From an optimization exercise on the open Yosys and OpenROAD flow, aimed at small area, a short achievable clock period and few clock cycles per item; shortcuts taken in it are not production practice.

## the baseline
// kalman_filter_mc
module kalman_filter_mc #(
    parameter int DW    = 13,
    parameter int CH    = 3,
    parameter int CW    = 2,
    parameter int FRAC  = 12,
    parameter int Q_DEF = 1,
    parameter int R_DEF = 64,
    parameter int B     = 2           
) (
    input  logic              clk,
    input  logic              rst_n,
    input  logic              cfg_we,
    input  logic [DW-2:0]     q_cfg,
    input  logic [DW-2:0]     r_cfg,
    input  logic              clr,
    input  logic              in_valid,
    output logic              in_ready,
    input  logic [CW-1:0]     in_ch,
    input  logic signed [DW-1:0] in_data,
    output logic              out_valid,
    output logic [CW-1:0]     out_ch,
    output logic signed [DW-1:0] out_data
);
make LEC_CHECK=0 CAP_MARGIN=20 CORE_MARGIN=2 CORE_UTILIZATION=40 SLEW_MARGIN=20 finish   # period 50.0 ns
run.sh (not shown) runs the stock make flow with config.mk's settings and CLKGATE_MAP_FILE= SYNTH_SCRIPT=/design/flow/synth_recipe.tcl, a recipe that flattens the netlist after the stock synthesis.
The baseline went all the way through synthesis, placement and routing and the layout is clean on timing, DRC and antenna.
The following lists how the candidate was set up differently from the baseline:
--- a/flow/design.v
+++ b/flow/design.v
@@ -32,22 +32,23 @@
     logic signed [DW-1:0] r_x  [CH];
     logic [PW-1:0]        r_p  [CH];
     logic [KW-1:0]        r_k  [CH];    
     logic [PW-1:0]        r_pn [CH];    
     logic [CH-1:0]        r_seeded;
     logic [CH-1:0]        r_kv;         
     logic [CH-1:0]        r_fx;         
     logic                 r_s_valid;
     logic [CW-1:0]        r_s_ch;
     logic signed [DW-1:0] r_s_z;
     logic                 r_in_ready;
+    logic                 r_in_ready_o;     
     logic                 r_out_valid;
     logic [CW-1:0]        r_out_ch;
     logic signed [DW-1:0] r_out_data;
     logic                 r_e_busy;     
     logic                 r_e_mul;      
     logic [CW-1:0]        r_e_ch;
     logic [$clog2(NIT+1)-1:0] r_e_cnt;
     logic [PW-1:0]        r_e_pf;
     logic [DNW-1:0]       r_e_den;
     logic [DNW-1:0]       r_e_rem;
     logic                 r_e_q12;
@@ -81,24 +82,24 @@
     logic [PW-1:0]  w_e_pn;
     logic           w_e_fx;
     always_comb begin
         w_rem[0] = r_e_rem;
         for (int i = 0; i < B; i++) begin
             w_t[i] = {w_rem[i], 1'b0} - {1'b0, r_e_den};
             w_qb[B-1-i] = !w_t[i][DNW] && !r_e_dz;
             w_rem[i+1]  = w_qb[B-1-i] ? w_t[i][DNW-1:0] : {w_rem[i][DNW-2:0], 1'b0};
         end
         w_e_last = (r_e_cnt == 1);
         w_e_q    = {r_e_q[FRAC-1-B:0], w_qb};
-        w_e_pn   = r_e_pf - PW'(w_msum);
-        w_e_fx   = (w_e_pn == r_p[r_e_ch]);
+        w_e_pn   = r_e_pf - w_prod[FRAC+PW-1:FRAC];
+        w_e_fx   = (w_prod[FRAC+PW-1:FRAC] == r_e_pf - r_p[r_e_ch]);
     end
     logic           w_l_go;
     logic [CW-1:0]  w_l_ch;
     logic [PW:0]    w_l_psum;
     logic [PW-1:0]  w_l_pf;
     logic [DNW-1:0] w_l_den;
     logic           w_l_r0;
     logic           w_inval;
     logic           w_e_done;
     logic           w_e_free;
     logic [CH-1:0]  w_cand;
@@ -134,31 +135,38 @@
             if (w_e_done && !w_e_abort && r_e_ch == CW'(c))
                 w_kv_n[c] = 1'b1;
             if (w_fire && r_s_ch == CW'(c)) begin
                 w_seeded_n[c] = 1'b1;
                 w_kv_n[c]     = w_s_seeded && r_fx[c];
             end
             if (w_inval)
                 w_kv_n[c] = 1'b0;
             w_ok_n[c] = !w_seeded_n[c] || w_kv_n[c];
         end
     end
+    logic w_rdy_o_n;
+    always_comb begin
+        w_rdy_o_n = w_ok_n[r_in_ready ? in_ch : r_s_ch];
+        if (r_in_ready && (!in_valid || in_ch == 2'd3))
+            w_rdy_o_n = 1'b1;
+    end
     always_ff @(posedge clk or negedge rst_n) begin
         if (!rst_n) begin
             r_qe        <= PW'(Q_DEF);
             r_re        <= PW'(R_DEF);
             r_dirty     <= 1'b0;
             r_seeded    <= '0;
             r_kv        <= '0;
             r_s_valid   <= 1'b0;
             r_in_ready  <= 1'b1;
+            r_in_ready_o <= 1'b1;
             r_out_valid <= 1'b0;
             r_e_busy    <= 1'b0;
             r_e_mul     <= 1'b0;
         end else begin
             if (r_in_ready) begin
                 if (r_dirty) begin
                     r_qe <= r_q;
                     r_re <= r_r;
                 end
                 r_dirty <= cfg_we;
             end else if (cfg_we) begin
@@ -166,22 +174,23 @@
             end
             r_seeded    <= w_seeded_n;
             r_kv        <= w_kv_n;
             r_out_valid <= w_fire;
             if (r_in_ready) begin
                 r_s_valid  <= in_valid && (in_ch != 2'd3);
                 r_in_ready <= !(in_valid && (in_ch != 2'd3)) || w_ok_n[in_ch];
             end else begin
                 r_s_valid  <= r_s_valid && !w_fire;
                 r_in_ready <= w_ok_n[r_s_ch];
             end
+            r_in_ready_o <= w_rdy_o_n;
             if (w_l_go) begin
                 r_e_busy <= 1'b1;
                 r_e_mul  <= 1'b0;
             end else if (w_e_abort) begin
                 r_e_busy <= 1'b0;
                 r_e_mul  <= 1'b0;
             end else if (r_e_busy && w_e_last) begin
                 r_e_busy <= 1'b0;
                 r_e_mul  <= 1'b1;
             end else if (w_e_done) begin
                 r_e_mul  <= 1'b0;
@@ -192,39 +201,40 @@
         if (cfg_we) begin
             r_q <= q_cfg;
             r_r <= r_cfg;
         end
         if (r_in_ready) begin
             r_s_z  <= in_data;
             r_s_ch <= in_ch;
         end
         if (w_fire) begin
             r_x[r_s_ch]  <= w_xn;
             r_p[r_s_ch]  <= w_s_seeded ? r_pn[r_s_ch] : r_re;
-            r_out_ch     <= r_s_ch;
-            r_out_data   <= w_xn;
-        end
+        end
+        r_out_ch   <= r_s_ch;
+        r_out_data <= w_xn;
         if (w_e_done) begin
             r_k[r_e_ch]  <= {r_e_q12, r_e_q};
             r_pn[r_e_ch] <= w_e_pn;
             r_fx[r_e_ch] <= w_e_fx;
         end
         if (w_l_go) begin
             r_e_ch  <= w_l_ch;
             r_e_cnt <= NIT[$bits(r_e_cnt)-1:0];
             r_e_pf  <= w_l_pf;
             r_e_den <= w_l_den;
             r_e_dz  <= (w_l_den == '0);
             r_e_rem <= w_l_r0 ? '0 : DNW'(w_l_pf);
             r_e_q12 <= w_l_r0 && w_l_pf != '0;
-        end else if (r_e_busy) begin
+        end else begin
             r_e_cnt <= r_e_cnt - 1'b1;
             r_e_rem <= w_rem[B];
-            r_e_q   <= w_e_q;
-        end
-    end
-    assign in_ready  = r_in_ready;
+            if (r_e_busy)
+                r_e_q <= w_e_q;
+        end
+    end
+    assign in_ready  = r_in_ready_o;
     assign out_valid = r_out_valid;
     assign out_ch    = r_out_ch;
     assign out_data  = r_out_data;
 endmodule
 `default_nettype wire
Results
Taking the baseline as the reference, in the candidate fmax went up; overall fraction of global-route tracks in use climbed 0.32 points; multi-input gate share of total cell area picked up an extra 1.6 points.
Sum of negative setup slack: the candidate vs the baseline identical
From the baseline to the candidate the numbers moved as follows: remaining max-slew budget at the tightest pin higher, layout overhead on the synthesized area higher, cell area higher.
The baseline and the candidate ended up with roughly the same end-of-flow core utilization.
Delta (the candidate minus the baseline): critical path depth fell 8.3%; number of cells produced by synthesis has increased.
First-iteration DRC count was lower in the baseline than in the candidate.
Function was not checked in any run of this note: the RTL went through the layout flow alone.

==> separate check: timing with driven ports <==
No port has a modelled driver above. Below, the same layouts with a new extraction and two added sets of constraints.
Step 1 assumes that a clkbuf_16 drives the clock port and a buf_2 every other input.
Step 2, shift: input delay + t, output delay - t, t = (earliest + latest rising clock arrival at the registers) / 2. This alone moves slack from input paths to output paths.
a / b / c = ideal ports / drivers / drivers and shift; a / b = the first two.
run	t, ns	setup WS [ns]	pins driven straight from the clock port
the baseline	0.587	36.095 / 36.095 / 36.095	1
the candidate	0.565	37.139 / 37.139 / 37.139	1
After both steps every run listed still meets setup and hold.
